This is an optimization exercise on Yosys and OpenROAD, whose aim is small area and a short achievable clock period, not a production implementation. Where RTL was checked, it was by simulation tests only, not by an equivalence proof against the original. For run 1, only the layout was checked, not whether the RTL still works. Power and IR drop assume default switching activity.

==> flow/design.v, too long to show whole: its modules and the start of the top module <==
// module fa_cell: 10 lines
// module ha_cell: 9 lines
// module sym_fir: 1059 lines
// module fir_regs: 81 lines
// module fir_top: 31 lines
// module fir_chip: 41 lines
module fir_chip (
   input  logic                   clock,
   input  logic                   arst_n,
   input  logic                   psel,
   input  logic                   penable,
   input  logic                   pwrite,
   input  logic [8-1:0] paddr,
   input  logic [32-1:0] pwdata,
   output logic [32-1:0] prdata,
   output logic                   pready,
   output logic                   pslverr,
   input  logic                   in_valid,
   input  logic [16-1:0] in_data,
   output logic                   out_valid,
   output logic [16-1:0] out_data
);
  // ...
==> flow/flow/run.sh <==
#!/bin/bash
set -euo pipefail
bash standard.sh SETUP_SLACK_MARGIN=5.3 finish > make.log 2>&1
==> flow/standard.sh <==
#!/bin/bash
# synth_recipe.tcl (not shown) runs the flow's synth.tcl, then flattens the netlist and writes it again
# the make line also repeats each setting of config.mk as NAME=value (left out here)
make -C /OpenROAD-flow-scripts/flow DESIGN_CONFIG=/design/flow/config.mk WORK_HOME=/design/flow/orfs CLKGATE_MAP_FILE= SYNTH_SCRIPT=/design/flow/synth_recipe.tcl "${@:-finish}"
==> flow/config.mk <==
export PLATFORM = sky130hd
export DESIGN_NAME = fir_chip
export DESIGN_NICKNAME = fir_chip
export VERILOG_FILES = /design/flow/design.v
export SDC_FILE = /design/flow/constraint.sdc
export NUM_CORES = 4
export LEC_CHECK = 0
export ABC_AREA = 1
export CAP_MARGIN = 20
export CORE_MARGIN = 2
export CORE_UTILIZATION = 40
export CTS_BUF_LIST = sky130_fd_sc_hd__clkbuf_4 sky130_fd_sc_hd__clkbuf_8
export SETUP_SLACK_MARGIN = 5.0
export SLEW_MARGIN = 20
export SYNTH_HIERARCHICAL = 1
==> flow/constraint.sdc <==
create_clock -name core_clock -period 10.5 [get_ports {clock}]
set_input_delay 2.1000 -clock core_clock [delete_from_list [all_inputs] [get_ports {clock}]]
set_output_delay 2.1000 -clock core_clock [all_outputs]
set_load 0.01 [all_outputs]
==> impl_metrics.prom, run 1 <==
# TYPE chip_impl_metric gauge
chip_impl_info{name="run_status",value="finished clean"} 1
chip_impl_metric{name="synth-edff-count",unit=""} 350
chip_impl_info{name="worstSetupEndpoint",value="prdata[22]"} 1
chip_impl_metric{name="largest_reg_flops",unit=""} 176
chip_impl_metric{name="arrival",unit="ns"} 3.41
chip_impl_metric{name="final_nets",unit=""} 5130
chip_impl_metric{name="cts.reportedPaths.clkPinSlew",unit="ns"} 0.06
chip_impl_metric{name="report.final.setup_viol",unit=""} 0
chip_impl_metric{name="grt_first_pass_wirelength",unit="um"} 241000
chip_impl_metric{name="seq_cell_count",unit=""} 478
chip_impl_metric{name="clock_tree.buffer_depth",unit=""} 3
chip_impl_metric{name="clockPowerShare",unit="%"} 21.8
chip_impl_metric{name="totalPowerFinal",unit="mW"} 7.85
chip_impl_metric{name="post_synth_fa_ha_maj_area_fraction",unit="%"} 33.4
chip_impl_metric{name="finish.cell_count_without_fillers",unit=""} 5846
chip_impl_metric{name="fin_crit_sh",unit="%"} 52.5
chip_impl_metric{name="multi_input_area_share",unit="%"} 59.3
chip_impl_metric{name="global_route.overflow_total",unit=""} 0
chip_impl_info{name="critical_path.top_delay_family",value="buffers and inverters"} 1
chip_impl_metric{name="post-place-cells",unit=""} 5591
chip_impl_metric{name="rows",unit=""} 125
chip_impl_metric{name="path_max_fanout",unit=""} 7
chip_impl_metric{name="inverters_excl_clock",unit=""} 320
chip_impl_metric{name="synth.cell_area",unit="um^2"} 46900
chip_impl_info{name="peak_usage_layer_in_the_global_routing_report",value="met2"} 1
chip_impl_metric{name="routed-wl-met2",unit="um"} 70900
chip_impl_metric{name="place.port_buffers",unit=""} 97
chip_impl_metric{name="antenna_found_initial",unit=""} 5
chip_impl_info{name="synthMostInstantiatedCell",value="sky130_fd_sc_hd__fa_1"} 1
chip_impl_metric{name="synth_xor_xnor_area_share",unit="%"} 14.4
chip_impl_metric{name="drt_iter0_drc",unit=""} 4196
chip_impl_metric{name="cts_max_level",unit=""} 3
chip_impl_metric{name="synth_simple_gate_area_share",unit="%"} 6.72
chip_impl_info{name="synthTopCellsByCount",value="sky130_fd_sc_hd__fa_1, sky130_fd_sc_hd__xor2_1, sky130_fd_sc_hd__o22ai_1"} 1
chip_impl_metric{name="post-route-worst-setup-slack",unit="ns"} 4.99
chip_impl_metric{name="p_seq",unit="mW"} 2.48
chip_impl_info{name="largest_family_of_logic_cells_by_synthesized_area",value="adder cells"} 1
chip_impl_metric{name="reg2reg_depth",unit=""} 10
chip_impl_metric{name="antenna_left",unit=""} 0
chip_impl_metric{name="tritoncts_num_sinks",unit=""} 478
chip_impl_info{name="timing.hold.worst_endpoint",value="u_top.u_fir.hist[4][13]$_DFFE_PP_"} 1
==> inputs of run 2 (changes only) <==
--- a/flow/design.v
+++ b/flow/design.v
@@ -97,17 +97,19 @@
                m[j] = (one & sj) | (two & sj1);
             end
             e = m ^ {(DW+2){ng}};
             row[t][i] = {~e[DW+1], e[DW:0]};
             neg[t][i] = ng;
          end
       end
    end
-   logic [AW-1:0] sa, sb, sc;    
+   logic [AW-1:0] sa, sb;    
+   logic [AW-1:0] acc_a, acc_b;
+   logic [AW-17-1:0] acc_hi;    
    logic p0b0_0_s, p0b0_0_c, p0b0_1_s, p0b0_1_c, p0b0_2_s, p0b0_2_c, p0b0_3_s, p0b0_3_c;
    logic p0b0_4_s, p0b0_4_c, p0b0_5_s, p0b0_5_c, p0b1z_0_s, p0b1z_0_c, p0b1z_1_s, p0b1z_1_c;
    logic p0b1z_2_s, p0b1z_2_c, p0b1z_3_s, p0b1z_3_c, p0b1z_4_s, p0b1z_4_c, p0b1z_5_s, p0b1z_5_c;
    logic p0b1o_0_s, p0b1o_0_c, p0b1o_1_s, p0b1o_1_c, p0b1o_2_s, p0b1o_2_c, p0b1o_3_s, p0b1o_3_c;
    logic p0b1o_4_s, p0b1o_4_c, p0b1o_5_s, p0b1o_5_c, p0c12, p0b2z_0_s, p0b2z_0_c, p0b2z_1_s;
    logic p0b2z_1_c, p0b2z_2_s, p0b2z_2_c, p0b2z_3_s, p0b2z_3_c, p0b2z_4_s, p0b2z_4_c, p0b2o_0_s;
    logic p0b2o_0_c, p0b2o_1_s, p0b2o_1_c, p0b2o_2_s, p0b2o_2_c, p0b2o_3_s, p0b2o_3_c, p0b2o_4_s;
    logic p0b2o_4_c, p1b0_0_s, p1b0_0_c, p1b0_1_s, p1b0_1_c, p1b0_2_s, p1b0_2_c, p1b0_3_s;
@@ -285,16 +287,50 @@
    logic t602_s, t602_c, t603_s, t603_c, t604_s, t604_c, t605_s, t605_c;
    logic t606_s, t606_c, t607_s, t607_c, t608_s, t608_c, t609_s, t609_c;
    logic t610_s, t610_c, t611_s, t611_c, t612_s, t612_c, t613_s, t613_c;
    logic t614_s, t614_c, t615_s, t615_c, t616_s, t616_c, t617_s, t617_c;
    logic t618_s, t618_c, t619_s, t619_c, t620_s, t620_c, t621_s, t621_c;
    logic t622_s, t622_c, t623_s, t623_c, t624_s, t624_c, t625_s, t625_c;
    logic t626_s, t626_c, t627_s, t627_c, t628_s, t628_c, t629_s, t629_c;
    logic t630_s, t630_c, t631_s, t631_c, t632_s, t632_c, t633_s, t633_c;
+   logic t634_s, t634_c, t635_s, t635_c, t636_s, t636_c, t637_s, t637_c;
+   logic t638_s, t638_c, t639_s, t639_c, t640_s, t640_c, t641_s, t641_c;
+   logic t642_s, t642_c, t643_s, t643_c, t644_s, t644_c, t645_s, t645_c;
+   logic t646_s, t646_c, t647_s, t647_c, t648_s, t648_c, t649_s, t649_c;
+   logic t650_s, t650_c, t651_s, t651_c, t652_s, t652_c, t653_s, t653_c;
+   logic t654_s, t654_c, t655_s, t655_c, t656_s, t656_c, t657_s, t657_c;
+   logic t658_s, t658_c, t659_s, t659_c, t660_s, t660_c, t661_s, t661_c;
+   logic t662_s, t662_c, t663_s, t663_c, t664_s, t664_c, t665_s, t665_c;
+   logic t666_s, t666_c, t667_s, t667_c, t668_s, t668_c, pg0_s, pg0_c;
+   logic pg1_s, pg1_c, pg2_s, pg2_c, pg3_s, pg3_c, pg4_s, pg4_c;
+   logic pg5_s, pg5_c, pg6_s, pg6_c, pg7_s, pg7_c, pg8_s, pg8_c;
+   logic pg9_s, pg9_c, pg10_s, pg10_c, pg11_s, pg11_c, pg12_s, pg12_c;
+   logic pg13_s, pg13_c, pg14_s, pg14_c, pg15_s, pg15_c, pg16_s, pg16_c;
+   logic pg17_s, pg17_c, pg18_s, pg18_c, pg19_s, pg19_c, pg20_s, pg20_c;
+   logic pg21_s, pg21_c, pg22_s, pg22_c, pg23_s, pg23_c, pg24_s, pg24_c;
+   logic pg25_s, pg25_c, pg26_s, pg26_c, pg27_s, pg27_c, pg28_s, pg28_c;
+   logic pg29_s, pg29_c, pg30_s, pg30_c, pg31_s, pg31_c, pg32_s, pg32_c;
+   logic pg33_s, pg33_c, pg34_s, pg34_c, pg35_s, pg35_c, bku1_1_g, bku1_1_p;
+   logic bku1_3_g, bku1_3_p, bku1_5_g, bku1_5_p, bku1_7_g, bku1_7_p, bku1_9_g, bku1_9_p;
+   logic bku1_11_g, bku1_11_p, bku1_13_g, bku1_13_p, bku1_15_g, bku1_15_p, bku1_17_g, bku1_17_p;
+   logic bku1_19_g, bku1_19_p, bku1_21_g, bku1_21_p, bku1_23_g, bku1_23_p, bku1_25_g, bku1_25_p;
+   logic bku1_27_g, bku1_27_p, bku1_29_g, bku1_29_p, bku1_31_g, bku1_31_p, bku1_33_g, bku1_33_p;
+   logic bku1_35_g, bku1_35_p, bku2_3_g, bku2_3_p, bku2_7_g, bku2_7_p, bku2_11_g, bku2_11_p;
+   logic bku2_15_g, bku2_15_p, bku2_19_g, bku2_19_p, bku2_23_g, bku2_23_p, bku2_27_g, bku2_27_p;
+   logic bku2_31_g, bku2_31_p, bku2_35_g, bku2_35_p, bku4_7_g, bku4_7_p, bku4_15_g, bku4_15_p;
+   logic bku4_23_g, bku4_23_p, bku4_31_g, bku4_31_p, bku8_15_g, bku8_15_p, bku8_31_g, bku8_31_p;
+   logic bku16_31_g, bku16_31_p, bkd8_23_g, bkd8_23_p, bkd4_11_g, bkd4_11_p, bkd4_19_g, bkd4_19_p;
+   logic bkd4_27_g, bkd4_27_p, bkd4_35_g, bkd4_35_p, bkd2_5_g, bkd2_5_p, bkd2_9_g, bkd2_9_p;
+   logic bkd2_13_g, bkd2_13_p, bkd2_17_g, bkd2_17_p, bkd2_21_g, bkd2_21_p, bkd2_25_g, bkd2_25_p;
+   logic bkd2_29_g, bkd2_29_p, bkd2_33_g, bkd2_33_p, bkd1_2_g, bkd1_2_p, bkd1_4_g, bkd1_4_p;
+   logic bkd1_6_g, bkd1_6_p, bkd1_8_g, bkd1_8_p, bkd1_10_g, bkd1_10_p, bkd1_12_g, bkd1_12_p;
+   logic bkd1_14_g, bkd1_14_p, bkd1_16_g, bkd1_16_p, bkd1_18_g, bkd1_18_p, bkd1_20_g, bkd1_20_p;
+   logic bkd1_22_g, bkd1_22_p, bkd1_24_g, bkd1_24_p, bkd1_26_g, bkd1_26_p, bkd1_28_g, bkd1_28_p;
+   logic bkd1_30_g, bkd1_30_p, bkd1_32_g, bkd1_32_p, bkd1_34_g, bkd1_34_p, bkd1_36_g, bkd1_36_p;
    fa_cell u_p0b0_0 (.a(pa[0][0]), .b(pd[0][0]), .c(sub), .s(p0b0_0_s), .co(p0b0_0_c));
    fa_cell u_p0b0_1 (.a(pa[0][1]), .b(pd[0][1]), .c(p0b0_0_c), .s(p0b0_1_s), .co(p0b0_1_c));
    fa_cell u_p0b0_2 (.a(pa[0][2]), .b(pd[0][2]), .c(p0b0_1_c), .s(p0b0_2_s), .co(p0b0_2_c));
    fa_cell u_p0b0_3 (.a(pa[0][3]), .b(pd[0][3]), .c(p0b0_2_c), .s(p0b0_3_s), .co(p0b0_3_c));
    fa_cell u_p0b0_4 (.a(pa[0][4]), .b(pd[0][4]), .c(p0b0_3_c), .s(p0b0_4_s), .co(p0b0_4_c));
    fa_cell u_p0b0_5 (.a(pa[0][5]), .b(pd[0][5]), .c(p0b0_4_c), .s(p0b0_5_s), .co(p0b0_5_c));
    ha_cell u_p0b1z_0 (.a(pa[0][6]), .b(pd[0][6]), .s(p0b1z_0_s), .co(p0b1z_0_c));
    fa_cell u_p0b1z_1 (.a(pa[0][7]), .b(pd[0][7]), .c(p0b1z_0_c), .s(p0b1z_1_s), .co(p0b1z_1_c));
@@ -1055,41 +1091,257 @@
    fa_cell u_t627 (.a(t585_c), .b(t587_s), .c(t586_c), .s(t627_s), .co(t627_c));
    fa_cell u_t628 (.a(t589_s), .b(t587_c), .c(t590_s), .s(t628_s), .co(t628_c));
    fa_cell u_t629 (.a(t591_s), .b(t589_c), .c(t590_c), .s(t629_s), .co(t629_c));
    fa_cell u_t630 (.a(t591_c), .b(t593_s), .c(t594_s), .s(t630_s), .co(t630_c));
    fa_cell u_t631 (.a(t595_s), .b(t593_c), .c(t596_s), .s(t631_s), .co(t631_c));
    fa_cell u_t632 (.a(t597_s), .b(t595_c), .c(t598_s), .s(t632_s), .co(t632_c));
    assign t633_s = ~t597_c;
    assign t633_c = t597_c;
-   assign sa = {1'b1, t633_c, t633_s, t596_c, t594_c, t592_c, t592_s, t588_c, t588_s, t584_c, t584_s, t580_c, t580_s, t578_s, t576_s, t574_s, t572_s, t570_s, t568_s, t566_s, t564_s, t562_s, t560_s, t558_s, t556_s, t554_s, t608_c, t550_s, t548_s, t605_c, t604_c, t542_s, t602_c, t538_s, t600_c, t599_c, t438_s};
-   assign sb = {1'b0, 1'b0, t598_c, t632_s, t631_s, t630_s, t629_s, t628_s, t626_c, t625_c, t624_c, t624_s, t622_c, t621_c, t620_c, t619_c, t618_c, t617_c, t616_c, t615_c, t614_c, t613_c, t612_c, t611_c, t610_c, t609_c, t552_s, t607_c, t606_c, t546_s, t605_s, t603_c, t540_s, t601_c, t536_s, t533_s, t599_s};
-   assign sc = {1'b0, 1'b0, t632_c, t631_c, t630_c, t629_c, t628_c, t627_c, t627_s, t626_s, t625_s, t623_c, t623_s, t622_s, t621_s, t620_s, t619_s, t618_s, t617_s, t616_s, t615_s, t614_s, t613_s, t612_s, t611_s, t610_s, t609_s, t608_s, t607_s, t606_s, t544_s, t604_s, t603_s, t602_s, t601_s, t600_s, t532_s};
-   logic [AW-1:0] acc_a, acc_b, acc_c;
+   ha_cell u_t634 (.a(t438_s), .b(t599_s), .s(t634_s), .co(t634_c));
+   fa_cell u_t635 (.a(t599_c), .b(t533_s), .c(t600_s), .s(t635_s), .co(t635_c));
+   fa_cell u_t636 (.a(t600_c), .b(t536_s), .c(t601_s), .s(t636_s), .co(t636_c));
+   fa_cell u_t637 (.a(t538_s), .b(t601_c), .c(t602_s), .s(t637_s), .co(t637_c));
+   fa_cell u_t638 (.a(t602_c), .b(t540_s), .c(t603_s), .s(t638_s), .co(t638_c));
+   fa_cell u_t639 (.a(t542_s), .b(t603_c), .c(t604_s), .s(t639_s), .co(t639_c));
+   fa_cell u_t640 (.a(t604_c), .b(t605_s), .c(t544_s), .s(t640_s), .co(t640_c));
+   fa_cell u_t641 (.a(t605_c), .b(t546_s), .c(t606_s), .s(t641_s), .co(t641_c));
+   fa_cell u_t642 (.a(t548_s), .b(t606_c), .c(t607_s), .s(t642_s), .co(t642_c));
+   fa_cell u_t643 (.a(t550_s), .b(t607_c), .c(t608_s), .s(t643_s), .co(t643_c));
+   fa_cell u_t644 (.a(t608_c), .b(t552_s), .c(t609_s), .s(t644_s), .co(t644_c));
+   fa_cell u_t645 (.a(t554_s), .b(t609_c), .c(t610_s), .s(t645_s), .co(t645_c));
+   fa_cell u_t646 (.a(t556_s), .b(t610_c), .c(t611_s), .s(t646_s), .co(t646_c));
+   fa_cell u_t647 (.a(t558_s), .b(t611_c), .c(t612_s), .s(t647_s), .co(t647_c));
+   fa_cell u_t648 (.a(t560_s), .b(t612_c), .c(t613_s), .s(t648_s), .co(t648_c));
+   fa_cell u_t649 (.a(t562_s), .b(t613_c), .c(t614_s), .s(t649_s), .co(t649_c));
+   fa_cell u_t650 (.a(t564_s), .b(t614_c), .c(t615_s), .s(t650_s), .co(t650_c));
+   fa_cell u_t651 (.a(t566_s), .b(t615_c), .c(t616_s), .s(t651_s), .co(t651_c));
+   fa_cell u_t652 (.a(t568_s), .b(t616_c), .c(t617_s), .s(t652_s), .co(t652_c));
+   fa_cell u_t653 (.a(t570_s), .b(t617_c), .c(t618_s), .s(t653_s), .co(t653_c));
+   fa_cell u_t654 (.a(t572_s), .b(t618_c), .c(t619_s), .s(t654_s), .co(t654_c));
+   fa_cell u_t655 (.a(t574_s), .b(t619_c), .c(t620_s), .s(t655_s), .co(t655_c));
+   fa_cell u_t656 (.a(t576_s), .b(t620_c), .c(t621_s), .s(t656_s), .co(t656_c));
+   fa_cell u_t657 (.a(t578_s), .b(t621_c), .c(t622_s), .s(t657_s), .co(t657_c));
+   fa_cell u_t658 (.a(t580_s), .b(t622_c), .c(t623_s), .s(t658_s), .co(t658_c));
+   fa_cell u_t659 (.a(t580_c), .b(t624_s), .c(t623_c), .s(t659_s), .co(t659_c));
+   fa_cell u_t660 (.a(t584_s), .b(t624_c), .c(t625_s), .s(t660_s), .co(t660_c));
+   fa_cell u_t661 (.a(t584_c), .b(t625_c), .c(t626_s), .s(t661_s), .co(t661_c));
+   fa_cell u_t662 (.a(t588_s), .b(t626_c), .c(t627_s), .s(t662_s), .co(t662_c));
+   fa_cell u_t663 (.a(t588_c), .b(t628_s), .c(t627_c), .s(t663_s), .co(t663_c));
+   fa_cell u_t664 (.a(t592_s), .b(t629_s), .c(t628_c), .s(t664_s), .co(t664_c));
+   fa_cell u_t665 (.a(t592_c), .b(t630_s), .c(t629_c), .s(t665_s), .co(t665_c));
+   fa_cell u_t666 (.a(t594_c), .b(t631_s), .c(t630_c), .s(t666_s), .co(t666_c));
+   fa_cell u_t667 (.a(t596_c), .b(t632_s), .c(t631_c), .s(t667_s), .co(t667_c));
+   fa_cell u_t668 (.a(t633_s), .b(t598_c), .c(t632_c), .s(t668_s), .co(t668_c));
+   assign sa = {1'b1, t633_c, t668_s, t667_s, t666_s, t665_s, t664_s, t662_c, t661_c, t660_c, t660_s, t658_c, t657_c, t656_c, t655_c, t654_c, t653_c, t652_c, t651_c, t650_c, t649_c, t648_c, t647_c, t646_c, t645_c, t644_c, t643_c, t642_c, t641_c, t640_c, t639_c, t638_c, t637_c, t636_c, t635_c, t634_c, t532_s};
+   assign sb = {1'b0, t668_c, t667_c, t666_c, t665_c, t664_c, t663_c, t663_s, t662_s, t661_s, t659_c, t659_s, t658_s, t657_s, t656_s, t655_s, t654_s, t653_s, t652_s, t651_s, t650_s, t649_s, t648_s, t647_s, t646_s, t645_s, t644_s, t643_s, t642_s, t641_s, t640_s, t639_s, t638_s, t637_s, t636_s, t635_s, t634_s};
+   ha_cell u_pg0 (.a(acc_a[0]), .b(acc_b[0]), .s(pg0_s), .co(pg0_c));
+   ha_cell u_pg1 (.a(acc_a[1]), .b(acc_b[1]), .s(pg1_s), .co(pg1_c));
+   ha_cell u_pg2 (.a(acc_a[2]), .b(acc_b[2]), .s(pg2_s), .co(pg2_c));
+   ha_cell u_pg3 (.a(acc_a[3]), .b(acc_b[3]), .s(pg3_s), .co(pg3_c));
+   ha_cell u_pg4 (.a(acc_a[4]), .b(acc_b[4]), .s(pg4_s), .co(pg4_c));
+   ha_cell u_pg5 (.a(acc_a[5]), .b(acc_b[5]), .s(pg5_s), .co(pg5_c));
+   ha_cell u_pg6 (.a(acc_a[6]), .b(acc_b[6]), .s(pg6_s), .co(pg6_c));
+   ha_cell u_pg7 (.a(acc_a[7]), .b(acc_b[7]), .s(pg7_s), .co(pg7_c));
+   ha_cell u_pg8 (.a(acc_a[8]), .b(acc_b[8]), .s(pg8_s), .co(pg8_c));
+   ha_cell u_pg9 (.a(acc_a[9]), .b(acc_b[9]), .s(pg9_s), .co(pg9_c));
+   ha_cell u_pg10 (.a(acc_a[10]), .b(acc_b[10]), .s(pg10_s), .co(pg10_c));
+   ha_cell u_pg11 (.a(acc_a[11]), .b(acc_b[11]), .s(pg11_s), .co(pg11_c));
+   ha_cell u_pg12 (.a(acc_a[12]), .b(acc_b[12]), .s(pg12_s), .co(pg12_c));
+   ha_cell u_pg13 (.a(acc_a[13]), .b(acc_b[13]), .s(pg13_s), .co(pg13_c));
+   ha_cell u_pg14 (.a(acc_a[14]), .b(acc_b[14]), .s(pg14_s), .co(pg14_c));
+   ha_cell u_pg15 (.a(acc_a[15]), .b(acc_b[15]), .s(pg15_s), .co(pg15_c));
+   ha_cell u_pg16 (.a(acc_a[16]), .b(acc_b[16]), .s(pg16_s), .co(pg16_c));
+   ha_cell u_pg17 (.a(acc_a[17]), .b(acc_b[17]), .s(pg17_s), .co(pg17_c));
+   ha_cell u_pg18 (.a(acc_a[18]), .b(acc_b[18]), .s(pg18_s), .co(pg18_c));
+   ha_cell u_pg19 (.a(acc_a[19]), .b(acc_b[19]), .s(pg19_s), .co(pg19_c));
+   ha_cell u_pg20 (.a(acc_a[20]), .b(acc_b[20]), .s(pg20_s), .co(pg20_c));
+   ha_cell u_pg21 (.a(acc_a[21]), .b(acc_b[21]), .s(pg21_s), .co(pg21_c));
+   ha_cell u_pg22 (.a(acc_a[22]), .b(acc_b[22]), .s(pg22_s), .co(pg22_c));
+   ha_cell u_pg23 (.a(acc_a[23]), .b(acc_b[23]), .s(pg23_s), .co(pg23_c));
+   ha_cell u_pg24 (.a(acc_a[24]), .b(acc_b[24]), .s(pg24_s), .co(pg24_c));
+   ha_cell u_pg25 (.a(acc_a[25]), .b(acc_b[25]), .s(pg25_s), .co(pg25_c));
+   ha_cell u_pg26 (.a(acc_a[26]), .b(acc_b[26]), .s(pg26_s), .co(pg26_c));
+   ha_cell u_pg27 (.a(acc_a[27]), .b(acc_b[27]), .s(pg27_s), .co(pg27_c));
+   ha_cell u_pg28 (.a(acc_a[28]), .b(acc_b[28]), .s(pg28_s), .co(pg28_c));
+   ha_cell u_pg29 (.a(acc_a[29]), .b(acc_b[29]), .s(pg29_s), .co(pg29_c));
+   ha_cell u_pg30 (.a(acc_a[30]), .b(acc_b[30]), .s(pg30_s), .co(pg30_c));
+   ha_cell u_pg31 (.a(acc_a[31]), .b(acc_b[31]), .s(pg31_s), .co(pg31_c));
+   ha_cell u_pg32 (.a(acc_a[32]), .b(acc_b[32]), .s(pg32_s), .co(pg32_c));
+   ha_cell u_pg33 (.a(acc_a[33]), .b(acc_b[33]), .s(pg33_s), .co(pg33_c));
+   ha_cell u_pg34 (.a(acc_a[34]), .b(acc_b[34]), .s(pg34_s), .co(pg34_c));
+   ha_cell u_pg35 (.a(acc_a[35]), .b(acc_b[35]), .s(pg35_s), .co(pg35_c));
+   assign bku1_1_g = pg1_c | (pg1_s & pg0_c);
+   assign bku1_1_p = pg1_s & pg0_s;
+   assign bku1_3_g = pg3_c | (pg3_s & pg2_c);
+   assign bku1_3_p = pg3_s & pg2_s;
+   assign bku1_5_g = pg5_c | (pg5_s & pg4_c);
+   assign bku1_5_p = pg5_s & pg4_s;
+   assign bku1_7_g = pg7_c | (pg7_s & pg6_c);
+   assign bku1_7_p = pg7_s & pg6_s;
+   assign bku1_9_g = pg9_c | (pg9_s & pg8_c);
+   assign bku1_9_p = pg9_s & pg8_s;
+   assign bku1_11_g = pg11_c | (pg11_s & pg10_c);
+   assign bku1_11_p = pg11_s & pg10_s;
+   assign bku1_13_g = pg13_c | (pg13_s & pg12_c);
+   assign bku1_13_p = pg13_s & pg12_s;
+   assign bku1_15_g = pg15_c | (pg15_s & pg14_c);
+   assign bku1_15_p = pg15_s & pg14_s;
+   assign bku1_17_g = pg17_c | (pg17_s & pg16_c);
+   assign bku1_17_p = pg17_s & pg16_s;
+   assign bku1_19_g = pg19_c | (pg19_s & pg18_c);
+   assign bku1_19_p = pg19_s & pg18_s;
+   assign bku1_21_g = pg21_c | (pg21_s & pg20_c);
+   assign bku1_21_p = pg21_s & pg20_s;
+   assign bku1_23_g = pg23_c | (pg23_s & pg22_c);
+   assign bku1_23_p = pg23_s & pg22_s;
+   assign bku1_25_g = pg25_c | (pg25_s & pg24_c);
+   assign bku1_25_p = pg25_s & pg24_s;
+   assign bku1_27_g = pg27_c | (pg27_s & pg26_c);
+   assign bku1_27_p = pg27_s & pg26_s;
+   assign bku1_29_g = pg29_c | (pg29_s & pg28_c);
+   assign bku1_29_p = pg29_s & pg28_s;
+   assign bku1_31_g = pg31_c | (pg31_s & pg30_c);
+   assign bku1_31_p = pg31_s & pg30_s;
+   assign bku1_33_g = pg33_c | (pg33_s & pg32_c);
+   assign bku1_33_p = pg33_s & pg32_s;
+   assign bku1_35_g = pg35_c | (pg35_s & pg34_c);
+   assign bku1_35_p = pg35_s & pg34_s;
+   assign bku2_3_g = bku1_3_g | (bku1_3_p & bku1_1_g);
+   assign bku2_3_p = bku1_3_p & bku1_1_p;
+   assign bku2_7_g = bku1_7_g | (bku1_7_p & bku1_5_g);
+   assign bku2_7_p = bku1_7_p & bku1_5_p;
+   assign bku2_11_g = bku1_11_g | (bku1_11_p & bku1_9_g);
+   assign bku2_11_p = bku1_11_p & bku1_9_p;
+   assign bku2_15_g = bku1_15_g | (bku1_15_p & bku1_13_g);
+   assign bku2_15_p = bku1_15_p & bku1_13_p;
+   assign bku2_19_g = bku1_19_g | (bku1_19_p & bku1_17_g);
+   assign bku2_19_p = bku1_19_p & bku1_17_p;
+   assign bku2_23_g = bku1_23_g | (bku1_23_p & bku1_21_g);
+   assign bku2_23_p = bku1_23_p & bku1_21_p;
+   assign bku2_27_g = bku1_27_g | (bku1_27_p & bku1_25_g);
+   assign bku2_27_p = bku1_27_p & bku1_25_p;
+   assign bku2_31_g = bku1_31_g | (bku1_31_p & bku1_29_g);
+   assign bku2_31_p = bku1_31_p & bku1_29_p;
+   assign bku2_35_g = bku1_35_g | (bku1_35_p & bku1_33_g);
+   assign bku2_35_p = bku1_35_p & bku1_33_p;
+   assign bku4_7_g = bku2_7_g | (bku2_7_p & bku2_3_g);
+   assign bku4_7_p = bku2_7_p & bku2_3_p;
+   assign bku4_15_g = bku2_15_g | (bku2_15_p & bku2_11_g);
+   assign bku4_15_p = bku2_15_p & bku2_11_p;
+   assign bku4_23_g = bku2_23_g | (bku2_23_p & bku2_19_g);
+   assign bku4_23_p = bku2_23_p & bku2_19_p;
+   assign bku4_31_g = bku2_31_g | (bku2_31_p & bku2_27_g);
+   assign bku4_31_p = bku2_31_p & bku2_27_p;
+   assign bku8_15_g = bku4_15_g | (bku4_15_p & bku4_7_g);
+   assign bku8_15_p = bku4_15_p & bku4_7_p;
+   assign bku8_31_g = bku4_31_g | (bku4_31_p & bku4_23_g);
+   assign bku8_31_p = bku4_31_p & bku4_23_p;
+   assign bku16_31_g = bku8_31_g | (bku8_31_p & bku8_15_g);
+   assign bku16_31_p = bku8_31_p & bku8_15_p;
+   assign bkd8_23_g = bku4_23_g | (bku4_23_p & bku8_15_g);
+   assign bkd8_23_p = bku4_23_p & bku8_15_p;
+   assign bkd4_11_g = bku2_11_g | (bku2_11_p & bku4_7_g);
+   assign bkd4_11_p = bku2_11_p & bku4_7_p;
+   assign bkd4_19_g = bku2_19_g | (bku2_19_p & bku8_15_g);
+   assign bkd4_19_p = bku2_19_p & bku8_15_p;
+   assign bkd4_27_g = bku2_27_g | (bku2_27_p & bkd8_23_g);
+   assign bkd4_27_p = bku2_27_p & bkd8_23_p;
+   assign bkd4_35_g = bku2_35_g | (bku2_35_p & bku16_31_g);
+   assign bkd4_35_p = bku2_35_p & bku16_31_p;
+   assign bkd2_5_g = bku1_5_g | (bku1_5_p & bku2_3_g);
+   assign bkd2_5_p = bku1_5_p & bku2_3_p;
+   assign bkd2_9_g = bku1_9_g | (bku1_9_p & bku4_7_g);
+   assign bkd2_9_p = bku1_9_p & bku4_7_p;
+   assign bkd2_13_g = bku1_13_g | (bku1_13_p & bkd4_11_g);
+   assign bkd2_13_p = bku1_13_p & bkd4_11_p;
+   assign bkd2_17_g = bku1_17_g | (bku1_17_p & bku8_15_g);
+   assign bkd2_17_p = bku1_17_p & bku8_15_p;
+   assign bkd2_21_g = bku1_21_g | (bku1_21_p & bkd4_19_g);
+   assign bkd2_21_p = bku1_21_p & bkd4_19_p;
+   assign bkd2_25_g = bku1_25_g | (bku1_25_p & bkd8_23_g);
+   assign bkd2_25_p = bku1_25_p & bkd8_23_p;
+   assign bkd2_29_g = bku1_29_g | (bku1_29_p & bkd4_27_g);
+   assign bkd2_29_p = bku1_29_p & bkd4_27_p;
+   assign bkd2_33_g = bku1_33_g | (bku1_33_p & bku16_31_g);
+   assign bkd2_33_p = bku1_33_p & bku16_31_p;
+   assign bkd1_2_g = pg2_c | (pg2_s & bku1_1_g);
+   assign bkd1_2_p = pg2_s & bku1_1_p;
+   assign bkd1_4_g = pg4_c | (pg4_s & bku2_3_g);
+   assign bkd1_4_p = pg4_s & bku2_3_p;
+   assign bkd1_6_g = pg6_c | (pg6_s & bkd2_5_g);
+   assign bkd1_6_p = pg6_s & bkd2_5_p;
+   assign bkd1_8_g = pg8_c | (pg8_s & bku4_7_g);
+   assign bkd1_8_p = pg8_s & bku4_7_p;
+   assign bkd1_10_g = pg10_c | (pg10_s & bkd2_9_g);
+   assign bkd1_10_p = pg10_s & bkd2_9_p;
+   assign bkd1_12_g = pg12_c | (pg12_s & bkd4_11_g);
+   assign bkd1_12_p = pg12_s & bkd4_11_p;
+   assign bkd1_14_g = pg14_c | (pg14_s & bkd2_13_g);
+   assign bkd1_14_p = pg14_s & bkd2_13_p;
+   assign bkd1_16_g = pg16_c | (pg16_s & bku8_15_g);
+   assign bkd1_16_p = pg16_s & bku8_15_p;
+   assign bkd1_18_g = pg18_c | (pg18_s & bkd2_17_g);
+   assign bkd1_18_p = pg18_s & bkd2_17_p;
+   assign bkd1_20_g = pg20_c | (pg20_s & bkd4_19_g);
+   assign bkd1_20_p = pg20_s & bkd4_19_p;
+   assign bkd1_22_g = pg22_c | (pg22_s & bkd2_21_g);
+   assign bkd1_22_p = pg22_s & bkd2_21_p;
+   assign bkd1_24_g = pg24_c | (pg24_s & bkd8_23_g);
+   assign bkd1_24_p = pg24_s & bkd8_23_p;
+   assign bkd1_26_g = pg26_c | (pg26_s & bkd2_25_g);
+   assign bkd1_26_p = pg26_s & bkd2_25_p;
+   assign bkd1_28_g = pg28_c | (pg28_s & bkd4_27_g);
+   assign bkd1_28_p = pg28_s & bkd4_27_p;
+   assign bkd1_30_g = pg30_c | (pg30_s & bkd2_29_g);
+   assign bkd1_30_p = pg30_s & bkd2_29_p;
+   assign bkd1_32_g = pg32_c | (pg32_s & bku16_31_g);
+   assign bkd1_32_p = pg32_s & bku16_31_p;
+   assign bkd1_34_g = pg34_c | (pg34_s & bkd2_33_g);
+   assign bkd1_34_p = pg34_s & bkd2_33_p;
+   assign bkd1_36_g = 1'b0 | (acc_a[36] & bkd4_35_g);
+   assign bkd1_36_p = acc_a[36] & bkd4_35_p;
+   assign acc_hi[0] = pg17_s ^ bkd1_16_g;
+   assign acc_hi[1] = pg18_s ^ bkd2_17_g;
+   assign acc_hi[2] = pg19_s ^ bkd1_18_g;
+   assign acc_hi[3] = pg20_s ^ bkd4_19_g;
+   assign acc_hi[4] = pg21_s ^ bkd1_20_g;
+   assign acc_hi[5] = pg22_s ^ bkd2_21_g;
+   assign acc_hi[6] = pg23_s ^ bkd1_22_g;
+   assign acc_hi[7] = pg24_s ^ bkd8_23_g;
+   assign acc_hi[8] = pg25_s ^ bkd1_24_g;
+   assign acc_hi[9] = pg26_s ^ bkd2_25_g;
+   assign acc_hi[10] = pg27_s ^ bkd1_26_g;
+   assign acc_hi[11] = pg28_s ^ bkd4_27_g;
+   assign acc_hi[12] = pg29_s ^ bkd1_28_g;
+   assign acc_hi[13] = pg30_s ^ bkd2_29_g;
+   assign acc_hi[14] = pg31_s ^ bkd1_30_g;
+   assign acc_hi[15] = pg32_s ^ bku16_31_g;
+   assign acc_hi[16] = pg33_s ^ bkd1_32_g;
+   assign acc_hi[17] = pg34_s ^ bkd2_33_g;
+   assign acc_hi[18] = pg35_s ^ bkd1_34_g;
+   assign acc_hi[19] = acc_a[36] ^ bkd4_35_g;
    always_ff @(posedge clock) begin
       if (in.valid) begin
          acc_a <= sa;
          acc_b <= sb;
-         acc_c <= sc;
       end
    end
    logic zero;
    always_ff @(posedge clock or negedge arst_n) begin
       if (!arst_n)
          zero <= 1'b1;
       else if (in.valid)
          zero <= 1'b0;
    end
-   logic [AW-1:0]        acc;
-   logic signed [AW-1:0] acc_y;
+   logic signed [AW-1:0] acc_y;      
    logic signed [AW-1:0] acc_shr;
    logic                 ovf;
    logic [DW-1:0]        sat_data;
-   assign acc      = acc_a + acc_b + acc_c;
-   assign acc_y    = acc ^ {AW{neg_out}};
+   assign acc_y    = {acc_hi ^ {(AW-17){neg_out}}, {17{1'b0}}};
    assign acc_shr  = acc_y >>> 17;
    assign ovf      = acc_shr[AW-1:DW-1] != {(AW - DW + 1){acc_shr[AW-1]}};
    assign sat_data = !ovf ? acc_shr[DW-1:0] :
                      acc_shr[AW-1] ? {1'b1, {(DW - 1){1'b0}}}
                                    : {1'b0, {(DW - 1){1'b1}}};
    always_ff @(posedge clock or negedge arst_n) begin
       if (!arst_n) begin
          out <= '0;
==> flow/run.sh (new file) <==
#!/bin/bash
# synth_recipe.tcl (not shown) runs the flow's synth.tcl, then flattens the netlist and writes it again
# the make line also repeats each setting of config.mk as NAME=value (left out here)
make -C /OpenROAD-flow-scripts/flow DESIGN_CONFIG=/design/flow/config.mk WORK_HOME=/design/flow/orfs CLKGATE_MAP_FILE= SYNTH_SCRIPT=/design/flow/synth_recipe.tcl finish
==> flow/config.mk (replaced) <==
export PLATFORM = sky130hd
export DESIGN_NAME = fir_chip
export DESIGN_NICKNAME = fir_chip
export VERILOG_FILES = /design/flow/design.v
export SDC_FILE = /design/flow/constraint.sdc
export NUM_CORES = 4
export LEC_CHECK = 0
export ABC_AREA = 1
export CAP_MARGIN = 20
export CORE_MARGIN = 2
export CORE_UTILIZATION = 55
export CTS_BUF_LIST = sky130_fd_sc_hd__clkbuf_4 sky130_fd_sc_hd__clkbuf_8
export SETUP_SLACK_MARGIN = 5.0
export SLEW_MARGIN = 20
export SYNTH_HIERARCHICAL = 1
removed: flow/flow/run.sh
removed: flow/standard.sh
==> impl_metrics.prom, run 2 <==
# TYPE chip_impl_metric gauge
chip_impl_info{name="run_status",value="finished clean"} 1
chip_impl_metric{name="drt_iter0_drc",unit=""} 4479
chip_impl_metric{name="timing.max_slew.rel_slack",unit="%"} 12.8
chip_impl_metric{name="vdd_ir_drop_max",unit="mV"} 0.130
chip_impl_info{name="synthTopCellsByCount",value="sky130_fd_sc_hd__fa_1, sky130_fd_sc_hd__xor2_1, sky130_fd_sc_hd__o22ai_1"} 1
chip_impl_metric{name="drt_drc_violations_left",unit=""} 0
chip_impl_info{name="grt_setup_unrepaired",value="yes"} 1
chip_impl_metric{name="final_nets",unit=""} 4939
chip_impl_metric{name="wl",unit="um"} 175000
chip_impl_metric{name="maximum_number_of_pins_on_one_net_before_global_route_repair",unit=""} 76
chip_impl_metric{name="reg2reg_depth",unit=""} 10
chip_impl_metric{name="final_design_area_no_fill",unit="um^2"} 50300
chip_impl_metric{name="floorplan.initialDensity",unit="%"} 55.7
chip_impl_metric{name="max_cap_violations",unit=""} 0
chip_impl_metric{name="totalPowerFinal",unit="mW"} 6.87
chip_impl_info{name="ys.flop_type",value="sky130_fd_sc_hd__edfxtp_1"} 1
chip_impl_metric{name="wl_per_cell",unit="um"} 33.8
chip_impl_metric{name="timing.final.hold_violations",unit=""} 0
chip_impl_metric{name="cts.reportedPaths.clkPinSlew",unit="ns"} 0.06
chip_impl_metric{name="largest_reg_flops",unit=""} 176
chip_impl_info{name="regMostFlops",value="u_top.u_fir.hist"} 1
chip_impl_info{name="crit-reg2reg-capture",value="u_top.u_fir.acc_b[21]$_DFFE_PP_"} 1
chip_impl_metric{name="postPlaceCellArea",unit="um^2"} 46700
chip_impl_metric{name="area.growth.synth_to_final",unit="%"} 11.9
chip_impl_info{name="post_synth_main_area_contributors",value="sky130_fd_sc_hd__fa_1, sky130_fd_sc_hd__edfxtp_1, sky130_fd_sc_hd__xor2_1, sky130_fd_sc_hd__o22ai_1, sky130_fd_sc_hd__dfrtp_1"} 1
chip_impl_metric{name="cts-buffers-inserted",unit=""} 77
chip_impl_info{name="timing_worst_setup_path_type",value="in2out"} 1
chip_impl_metric{name="io_pins",unit=""} 113
chip_impl_metric{name="fin_setup_tns",unit="ns"} 0
chip_impl_metric{name="clock_tree.buffer_depth",unit=""} 3
chip_impl_metric{name="holdWs",unit="ns"} 0.412
chip_impl_info{name="startpoint",value="paddr[7]"} 1
chip_impl_metric{name="arrival",unit="ns"} 3.49
chip_impl_metric{name="post-place-cells",unit=""} 4866
chip_impl_metric{name="dr.pass1.iters",unit=""} 6
chip_impl_metric{name="synth-edff-count",unit=""} 316
chip_impl_metric{name="chipWidth",unit="um"} 290
chip_impl_metric{name="synth_fp_nets",unit=""} 4765
chip_impl_metric{name="yosys.area.top_type_share",unit="%"} 32.5
chip_impl_metric{name="drive_above_1_share",unit="%"} 16.4
chip_impl_metric{name="synth-seq-cells",unit=""} 444
chip_impl_info{name="largestRegisters",value="u_top.u_fir.hist: 176 flops, u_top.u_fir.pre: 68 flops"} 1
chip_impl_metric{name="global_route.overflow_total",unit=""} 0
chip_impl_metric{name="route.detailed.vias_per_inst",unit=""} 6.71
chip_impl_metric{name="detailedPlacementHpwl",unit="um"} 123000
chip_impl_metric{name="cts_max_level",unit=""} 3
chip_impl_metric{name="power_density",unit="nW/um^2"} 137
chip_impl_metric{name="skew_pair_late_insertion_delay",unit="ns"} 0.75
chip_impl_metric{name="period_minus_slack",unit="ns"} 5.59
chip_impl_metric{name="fmax",unit="MHz"} 179
chip_impl_metric{name="critPathRequiredTime",unit="ns"} 8.40
chip_impl_metric{name="grt_first_pass_wirelength",unit="um"} 251000
chip_impl_metric{name="die_area",unit="um^2"} 84000
chip_impl_info{name="timing.hold.worst_endpoint",value="u_top.u_fir.hist[3][4]$_DFFE_PP_"} 1
chip_impl_metric{name="final_skew",unit="ns"} 0.0883
chip_impl_metric{name="worst_slew_pin_slew",unit="ns"} 1.29
chip_impl_metric{name="globalplace.congestion",unit=""} 1.06
chip_impl_metric{name="core_area",unit="um^2"} 80700
chip_impl_metric{name="report.final.setup_viol",unit=""} 0
chip_impl_metric{name="tritoncts_num_sinks",unit=""} 444
chip_impl_info{name="layout.cells.most_common",value="sky130_fd_sc_hd__fa_1"} 1
chip_impl_metric{name="synth.cell_area",unit="um^2"} 45000
chip_impl_info{name="worst_hold_path_type",value="reg2reg"} 1
chip_impl_metric{name="number_of_global_route_vias_before_repair",unit=""} 36000
chip_impl_info{name="timing.critical_path.from_type",value="input port"} 1
chip_impl_metric{name="yosys.cell_types.count",unit=""} 45
chip_impl_metric{name="finish.cell_count_without_fillers",unit=""} 5175
chip_impl_metric{name="cellLeakagePower",unit="nW"} 25.3
chip_impl_metric{name="fin_crit_sh",unit="%"} 53.2
chip_impl_metric{name="path_max_fanout",unit=""} 6
chip_impl_info{name="r2r-start",value="u_top.u_regs.cone[32]$_DFFE_PN0P_"} 1
chip_impl_metric{name="min_path_cells",unit=""} 0
chip_impl_metric{name="synth_seq_area_share",unit="%"} 28.2
chip_impl_metric{name="antenna_found_initial",unit=""} 1
chip_impl_metric{name="worst-r2r-setup-slack",unit="ns"} 4.94
chip_impl_metric{name="dr_total_vias",unit=""} 34700
chip_impl_metric{name="groute.usage.overall",unit="%"} 41.7
chip_impl_metric{name="final_layout_fill_cell_count",unit=""} 6463
chip_impl_metric{name="post_synth_inst_count",unit=""} 3879
chip_impl_metric{name="layout.area.seq",unit="um^2"} 12700
chip_impl_metric{name="yosysWarnings",unit=""} 9
chip_impl_info{name="synthMostInstantiatedCell",value="sky130_fd_sc_hd__fa_1"} 1
chip_impl_metric{name="async_flop_share",unit="%"} 28.8
chip_impl_info{name="cts_tree",value="done"} 1
chip_impl_metric{name="antenna_left",unit=""} 0
chip_impl_metric{name="avgSynthCellArea",unit="um^2"} 11.6
chip_impl_metric{name="place.port_buffers",unit=""} 97
chip_impl_info{name="root_buffer",value="sky130_fd_sc_hd__clkbuf_8"} 1
chip_impl_info{name="synthDominantAreaCellType",value="sky130_fd_sc_hd__fa_1"} 1
chip_impl_metric{name="combined_area_of_the_multi_input_logic_cells",unit="um^2"} 30200
chip_impl_info{name="most-common-layout-cells",value="sky130_fd_sc_hd__fa_1, sky130_fd_sc_hd__xor2_1, sky130_fd_sc_hd__o22ai_1, sky130_fd_sc_hd__nand2_1, sky130_fd_sc_hd__edfxtp_1"} 1
chip_impl_metric{name="report.final.slew_viol_count",unit=""} 0
chip_impl_metric{name="die_height",unit="um"} 290
chip_impl_info{name="kind_of_end_point_of_the_critical_path",value="output port"} 1
chip_impl_info{name="min-delay-start",value="u_top.u_fir.hist[2][4]$_DFFE_PP_"} 1
chip_impl_metric{name="rows",unit=""} 104
run 2: worst max-delay path by stage:
stage / to / slack (ns) / cells past startpoint
after detailed placement: prdata[31] / 3.41 / 9
after CTS: prdata[9] / 4.95 / 11
after global routing: prdata[10] / 4.89 / 10
after global placement: prdata[24] / 3.56 / 9
after floorplan: prdata[18] / 5.05 / 7
final: prdata[6] / 4.91 / 10
run 2: area by class of cell:
type	count	area share, %
Antenna cell	1	0.00498
Clock buffer	97	2.46
Clock inverter	43	0.527
Inverter	239	2.22
Multi-Input combinational cell	2926	60.1
Sequential cell	444	25.3
Tap cell	1060	2.64
Timing Repair Buffer	364	6.76
Timing Repair inverter	1	0.00995
run 2: where the power goes:
group          switching [mW]  total (mW)  leakage [nW]  internal (mW)
combinational            1.81        2.93          19.7           1.12
sequential              0.123        2.34          4.83           2.22
clock                   0.794        1.60         0.782          0.809
run 2: cells by family (layout without fill, tap and decap cells):
| group | Yosys count | count (layout) | synth area share (%) |
|---|---|---|---|
| other | 1 | 2 | 0.00834 |
| buffers and inverters | 512 | 744 | 4.88 |
| flip-flops | 444 | 444 | 28.2 |
| AO/OA/AOI/OAI | 720 | 720 | 9.95 |
| adder cells (fa/ha/maj) | 824 | 824 | 35.1 |
| XOR/XNOR | 770 | 770 | 15.0 |
| AND/OR/NAND/NOR | 568 | 571 | 5.80 |
| multiplexers | 40 | 40 | 1.00 |
run 2: per-layer routing:
| metal | track usage [%] | vias up | share of wire, % |
|---|---|---|---|
| li1 | - | 13500 | - |
| met1 | 53.8 | 17600 | 37 |
| met2 | 60.9 | 2861 | 43 |
| met3 | 13.8 | 764 | 13 |
| met4 | 26.3 | 0 | 8.0 |
| met5 | 0 | - | 0 |
run 2: metrics by stage:
| stage | utilization (%) | setup slack [ns] |
|---|---|---|
| after global placement | 57.9 | 3.56 |
| after CTS | 61.1 | 4.95 |
| final | 62.3 | 4.91 |
| after global routing | 62.3 | 4.89 |
| after detailed placement | 57.9 | 3.41 |
| after floorplan | - | 5.05 |
run 2: timing repair:
action / in CTS / in global routing
gates cloned: 8 / 1
gates resized for setup: 267 / 94
buffers inserted: 88 / 71
pin swaps: 24 / 25
setup endpoints to repair: 57 / 69
hold buffers: 0 / 0
run 2: worst max-delay path, cell delays in order:
cell and delay, ns:
sky130_fd_sc_hd__buf_6 0.09, sky130_fd_sc_hd__nor2_4 0.16, sky130_fd_sc_hd__nand2_4 0.13, sky130_fd_sc_hd__buf_6 0.15, sky130_fd_sc_hd__buf_6 0.11, sky130_fd_sc_hd__nor2_4 0.22
sky130_fd_sc_hd__buf_6 0.16, sky130_fd_sc_hd__nand3_2 0.05, sky130_fd_sc_hd__nand4_1 0.15, sky130_fd_sc_hd__buf_2 0.17
run 2: Yosys stat by module, one instance, submodules excluded, excerpt:
module / area [um^2] / flops+latches / cells
ha_cell: 12.5 / 0 / 1
fa_cell: 20.0 / 0 / 1
sym_fir: 23700 / 334 / 2413
fir_regs: 5720 / 110 / 665
==> inputs of run 3 (changes only) <==
--- a/flow/config.mk
+++ b/flow/config.mk
@@ -8,7 +8,7 @@
 export ABC_AREA = 1
 export CAP_MARGIN = 20
 export CORE_MARGIN = 2
-export CORE_UTILIZATION = 55
+export CORE_UTILIZATION = 40
 export CTS_BUF_LIST = sky130_fd_sc_hd__clkbuf_4 sky130_fd_sc_hd__clkbuf_8
 export SETUP_SLACK_MARGIN = 5.0
 export SLEW_MARGIN = 20
==> impl_metrics.prom, run 3 <==
# TYPE chip_impl_metric gauge
chip_impl_info{name="run_status",value="finished clean"} 1
chip_impl_metric{name="chipWidth",unit="um"} 339
chip_impl_metric{name="route.met3.wl",unit="um"} 17100
chip_impl_metric{name="cts.reportedPaths.clkPinSlew",unit="ns"} 0.06
chip_impl_metric{name="synth_simple_gate_area_share",unit="%"} 5.80
chip_impl_metric{name="largest_reg_flops",unit=""} 176
chip_impl_metric{name="critPathRequiredTime",unit="ns"} 8.40
chip_impl_info{name="largestRegisters",value="u_top.u_fir.hist: 176 flops, u_top.u_fir.pre: 68 flops"} 1
chip_impl_metric{name="finish.cell_count_without_fillers",unit=""} 5572
chip_impl_metric{name="global_route.overflow_total",unit=""} 0
chip_impl_metric{name="cts-buffers-inserted",unit=""} 79
chip_impl_metric{name="synth_fp_nets",unit=""} 4765
chip_impl_info{name="timing_worst_setup_path_type",value="in2out"} 1
chip_impl_info{name="most-common-layout-cells",value="sky130_fd_sc_hd__fa_1, sky130_fd_sc_hd__xor2_1, sky130_fd_sc_hd__o22ai_1, sky130_fd_sc_hd__nand2_1, sky130_fd_sc_hd__edfxtp_1"} 1
chip_impl_metric{name="vdd_ir_drop_max",unit="mV"} 0.117
chip_impl_metric{name="yosys.cell_types.count",unit=""} 45
chip_impl_metric{name="antenna_found_initial",unit=""} 1
chip_impl_metric{name="maximum_number_of_pins_on_one_net_before_global_route_repair",unit=""} 81
chip_impl_metric{name="detailedPlacementHpwl",unit="um"} 118000
chip_impl_info{name="grt_setup_unrepaired",value="yes"} 1
chip_impl_metric{name="final_design_area_no_fill",unit="um^2"} 50400
chip_impl_info{name="cts_tree",value="done"} 1
chip_impl_metric{name="post_synth_inst_count",unit=""} 3879
chip_impl_metric{name="worst_slew_pin_slew",unit="ns"} 1.09
chip_impl_metric{name="report.final.setup_viol",unit=""} 0
chip_impl_metric{name="synth-edff-count",unit=""} 316
chip_impl_metric{name="cellLeakagePower",unit="nW"} 25.1
chip_impl_metric{name="skew_pair_late_insertion_delay",unit="ns"} 0.75
chip_impl_metric{name="globalplace.congestion",unit=""} 1.01
chip_impl_metric{name="synth-seq-cells",unit=""} 444
chip_impl_metric{name="fin_crit_sh",unit="%"} 52.5
chip_impl_metric{name="tritoncts_num_sinks",unit=""} 444
chip_impl_info{name="timing.critical_path.from_type",value="input port"} 1
chip_impl_info{name="kind_of_end_point_of_the_critical_path",value="output port"} 1
chip_impl_metric{name="dr.pass1.iters",unit=""} 10
chip_impl_metric{name="final_nets",unit=""} 4909
chip_impl_metric{name="route.detailed.vias_per_inst",unit=""} 6.01
chip_impl_metric{name="post_synth_fa_ha_maj_area_fraction",unit="%"} 35.1
chip_impl_metric{name="die_area",unit="um^2"} 115000
chip_impl_metric{name="power_density",unit="nW/um^2"} 134
chip_impl_info{name="post_synth_main_area_contributors",value="sky130_fd_sc_hd__fa_1, sky130_fd_sc_hd__edfxtp_1, sky130_fd_sc_hd__xor2_1, sky130_fd_sc_hd__o22ai_1, sky130_fd_sc_hd__dfrtp_1"} 1
chip_impl_metric{name="wl_per_cell",unit="um"} 29.6
chip_impl_metric{name="yosys.area.top_type_share",unit="%"} 32.5
chip_impl_metric{name="timing.final.hold_violations",unit=""} 0
chip_impl_metric{name="final_skew",unit="ns"} 0.0663
chip_impl_metric{name="grt_first_pass_wirelength",unit="um"} 238000
chip_impl_metric{name="drt_iter0_drc",unit=""} 4328
chip_impl_metric{name="postPlaceCellArea",unit="um^2"} 47100
chip_impl_metric{name="async_flop_share",unit="%"} 28.8
chip_impl_info{name="worstSetupEndpoint",value="prdata[7]"} 1
chip_impl_info{name="synthDominantAreaCellType",value="sky130_fd_sc_hd__fa_1"} 1
chip_impl_info{name="root_buffer",value="sky130_fd_sc_hd__clkbuf_8"} 1
chip_impl_info{name="synthTopCellsByCount",value="sky130_fd_sc_hd__fa_1, sky130_fd_sc_hd__xor2_1, sky130_fd_sc_hd__o22ai_1"} 1
chip_impl_metric{name="period_minus_slack",unit="ns"} 5.51
chip_impl_metric{name="synth_seq_area_share",unit="%"} 28.2
chip_impl_metric{name="post-place-cells",unit=""} 5270
chip_impl_metric{name="worst-r2r-setup-slack",unit="ns"} 5.04
chip_impl_info{name="crit-reg2reg-capture",value="u_top.u_fir.acc_b[22]$_DFFE_PP_"} 1
chip_impl_metric{name="drt_drc_violations_left",unit=""} 0
chip_impl_metric{name="ctsHoldBuffers",unit=""} 0
chip_impl_metric{name="fmax",unit="MHz"} 181
chip_impl_info{name="ys.flop_type",value="sky130_fd_sc_hd__edfxtp_1"} 1
chip_impl_info{name="highest_layer",value="met4"} 1
chip_impl_metric{name="place.port_buffers",unit=""} 97
chip_impl_metric{name="drive_above_1_share",unit="%"} 16.0
chip_impl_metric{name="antenna_left",unit=""} 0
chip_impl_metric{name="reg2reg_depth",unit=""} 11
chip_impl_metric{name="number_of_global_route_vias_before_repair",unit=""} 34000
chip_impl_metric{name="routed-wl-met2",unit="um"} 71300
chip_impl_metric{name="report.final.slew_viol_count",unit=""} 0
chip_impl_metric{name="dr_total_vias",unit=""} 33500
chip_impl_metric{name="avgSynthCellArea",unit="um^2"} 11.6
chip_impl_info{name="synthMostInstantiatedCell",value="sky130_fd_sc_hd__fa_1"} 1
chip_impl_metric{name="die_height",unit="um"} 339
chip_impl_info{name="regMostFlops",value="u_top.u_fir.hist"} 1
chip_impl_info{name="layout.cells.most_common",value="sky130_fd_sc_hd__fa_1"} 1
chip_impl_metric{name="clock_tree.buffer_depth",unit=""} 3
chip_impl_metric{name="area.growth.synth_to_final",unit="%"} 12.2
chip_impl_info{name="r2r-start",value="u_top.u_regs.cone[7]$_DFFE_PN0P_"} 1
chip_impl_metric{name="cts_max_level",unit=""} 3
chip_impl_metric{name="synth_compound_gate_area_share",unit="%"} 9.95
chip_impl_metric{name="synth_xor_xnor_area_share",unit="%"} 15.0
chip_impl_metric{name="path_max_fanout",unit=""} 4
chip_impl_info{name="startpoint",value="psel"} 1
chip_impl_metric{name="max_cap_violations",unit=""} 0
chip_impl_metric{name="groute.usage.overall",unit="%"} 28.4
chip_impl_metric{name="synth.mux.area_fraction",unit="%"} 1.00
chip_impl_metric{name="core_area",unit="um^2"} 111000
chip_impl_metric{name="yosysWarnings",unit=""} 9
chip_impl_metric{name="synth.cell_area",unit="um^2"} 45000
chip_impl_info{name="largest_family_of_logic_cells_by_synthesized_area",value="adder cells"} 1
chip_impl_metric{name="total_routed_wire_length_on_the_met1_layer",unit="um"} 63600
chip_impl_info{name="worst_hold_path_type",value="reg2reg"} 1
chip_impl_metric{name="fin_setup_tns",unit="ns"} 0
chip_impl_metric{name="arrival",unit="ns"} 3.41
chip_impl_metric{name="io_pins",unit=""} 113
chip_impl_metric{name="timing.max_slew.rel_slack",unit="%"} 26.8
chip_impl_metric{name="wl",unit="um"} 165000
chip_impl_metric{name="floorplan.initialDensity",unit="%"} 40.5
chip_impl_metric{name="rows",unit=""} 122
==> run 3: cell types whose count changed in the layout (fill, tap and decap cells not counted), sizes merged <==
cell	change
clkdlybuf4s50	-1
buf	-38
bufinv	+1
clkdlybuf4s15	+5
dlygate4sd2	+1
clkinvlp	+2
bufbuf	-1
inv	-12
clkbuf	+11
nor2	+3
clkinv	-2
==> run 3: power breakdown <==
group	leakage, nW	total [mW]	switching, mW	internal, mW
Combinational	19.4	2.78	1.71	1.07
Sequential	4.83	2.34	0.120	2.22
Clock	0.845	1.67	0.774	0.894
Total	25.1	6.78	2.60	4.18
==> run 3: per-layer routing <==
layer | global-route usage [%] | vias to the layer above
li1 | - | 13500
met1 | 37.4 | 17200
met2 | 42.1 | 2234
met3 | 7.27 | 585
met4 | 17.5 | 0
met5 | 0 | -
==> run 3: critical path: stages <==
cell	delay (ns)
sky130_fd_sc_hd__clkdlybuf4s15_1	0.24
sky130_fd_sc_hd__nand2_4	0.08
sky130_fd_sc_hd__nor2_4	0.13
sky130_fd_sc_hd__inv_2	0.08
sky130_fd_sc_hd__nor2_8	0.14
sky130_fd_sc_hd__buf_6	0.14
sky130_fd_sc_hd__buf_4	0.11
sky130_fd_sc_hd__nand2_1	0.06
sky130_fd_sc_hd__nand4_1	0.16
sky130_fd_sc_hd__buf_2	0.16
==> run 3: modules after synthesis, one instance, submodules excluded, a selection <==
module	copies in the design	flip-flops and latches	cells inside
fa_cell	730	0	1
fir_regs	1	110	665
ha_cell	71	0	1
sym_fir	1	334	2413
==> run 3: cell families (layout without fill, tap and decap cells) <==
kind of cell               Yosys count  after routing
and+or+nand+nor                    568            574
xor gates and xnor gates           770            770
AOI/OAI and AO/OA                  720            720
adders and majority gates          824            824
other                                1              2
buffers and inverters              512            710
muxes                               40             40
DFF                                444            444
==> run 3: area by class of cell <==
type / count / area [um^2]
Clock buffer: 108 / 1360
Timing Repair Buffer: 330 / 2880
Clock inverter: 33 / 243
Inverter: 239 / 1140
Antenna cell: 1 / 2.50
Tap cell: 1488 / 1860
Multi-Input combinational cell: 2929 / 30200
Fill cell: 10400 / 60700
Sequential cell: 444 / 12700
==> run 3: stage by stage <==
| stage | power, mW | hold slack (ns) | worst slack, ns | util, % |
|---|---|---|---|---|
| 6_report | 6.78 | 0.414 | 4.99 | 45.4 |
| 2_1_floorplan | 4.12 | 0.400 | 5.05 | - |
| 4_1_cts | 6.81 | 0.417 | 4.95 | 44.7 |
| 3_5_place_dp | 5.08 | 0.405 | 3.14 | 42.4 |
| 5_1_grt | 7.20 | 0.421 | 4.94 | 45.4 |
| 3_3_place_gp | 5.03 | 0.402 | 3.23 | 42.4 |
==> run 3: repair_timing <==
item | in CTS | in global routing
pin swaps | 24 | 16
cloned | 7 | 0
gates resized for setup | 249 | 83
buffers inserted | 93 | 59
endpoints found under the setup margin | 55 | 52
==> run 3: worst min-delay path by stage <==
stage | from | to | slack (ns) | cells past startpoint
floorplan | u_top.u_fir.hist[1][0]$_DFFE_PP_ | u_top.u_fir.hist[2][0]$_DFFE_PP_ | 0.40 | 0
global placement | u_top.u_fir.hist[2][5]$_DFFE_PP_ | u_top.u_fir.hist[3][5]$_DFFE_PP_ | 0.40 | 0
detailed placement | u_top.u_fir.hist[1][2]$_DFFE_PP_ | u_top.u_fir.hist[2][2]$_DFFE_PP_ | 0.40 | 0
CTS | u_top.u_fir.hist[3][9]$_DFFE_PP_ | u_top.u_fir.hist[4][9]$_DFFE_PP_ | 0.42 | 0
global route | u_top.u_fir.hist[2][5]$_DFFE_PP_ | u_top.u_fir.hist[3][5]$_DFFE_PP_ | 0.42 | 0
finish | u_top.u_fir.hist[3][8]$_DFFE_PP_ | u_top.u_fir.hist[4][8]$_DFFE_PP_ | 0.41 | 0

## static timing again, ports no longer ideal
How much do the figures lean on ideal ports? The routed layouts below were timed once more, with nothing changed but the port constraints. Step 1, drivers: a clkbuf_16 drives clock and a buf_2 each remaining input, both assumed. Step 2 times the ports against the registers' clock, not the clock port: input delays grow and output delays shrink by t, the midpoint of the rising clock arrivals with the driver on. Slacks: no drivers / after step 1 / after step 2; pairs: no drivers / after step 1.
run | t, ns | setup WS [ns] | slew at the worst register clock pin (ns)
run 1 | 0.803 | 4.985 / 4.945 / 4.945 | 0.07 / 0.07
run 2 | 0.773 | 4.911 / 4.873 / 4.873 | 0.07 / 0.07
run 3 | 0.785 | 4.986 / 4.937 / 4.937 | 0.07 / 0.07
After both steps every run listed still meets setup and hold. The setup slack of run 3, which loses most, moves by -0.049 ns with the drivers and by -0.049 ns with both steps.
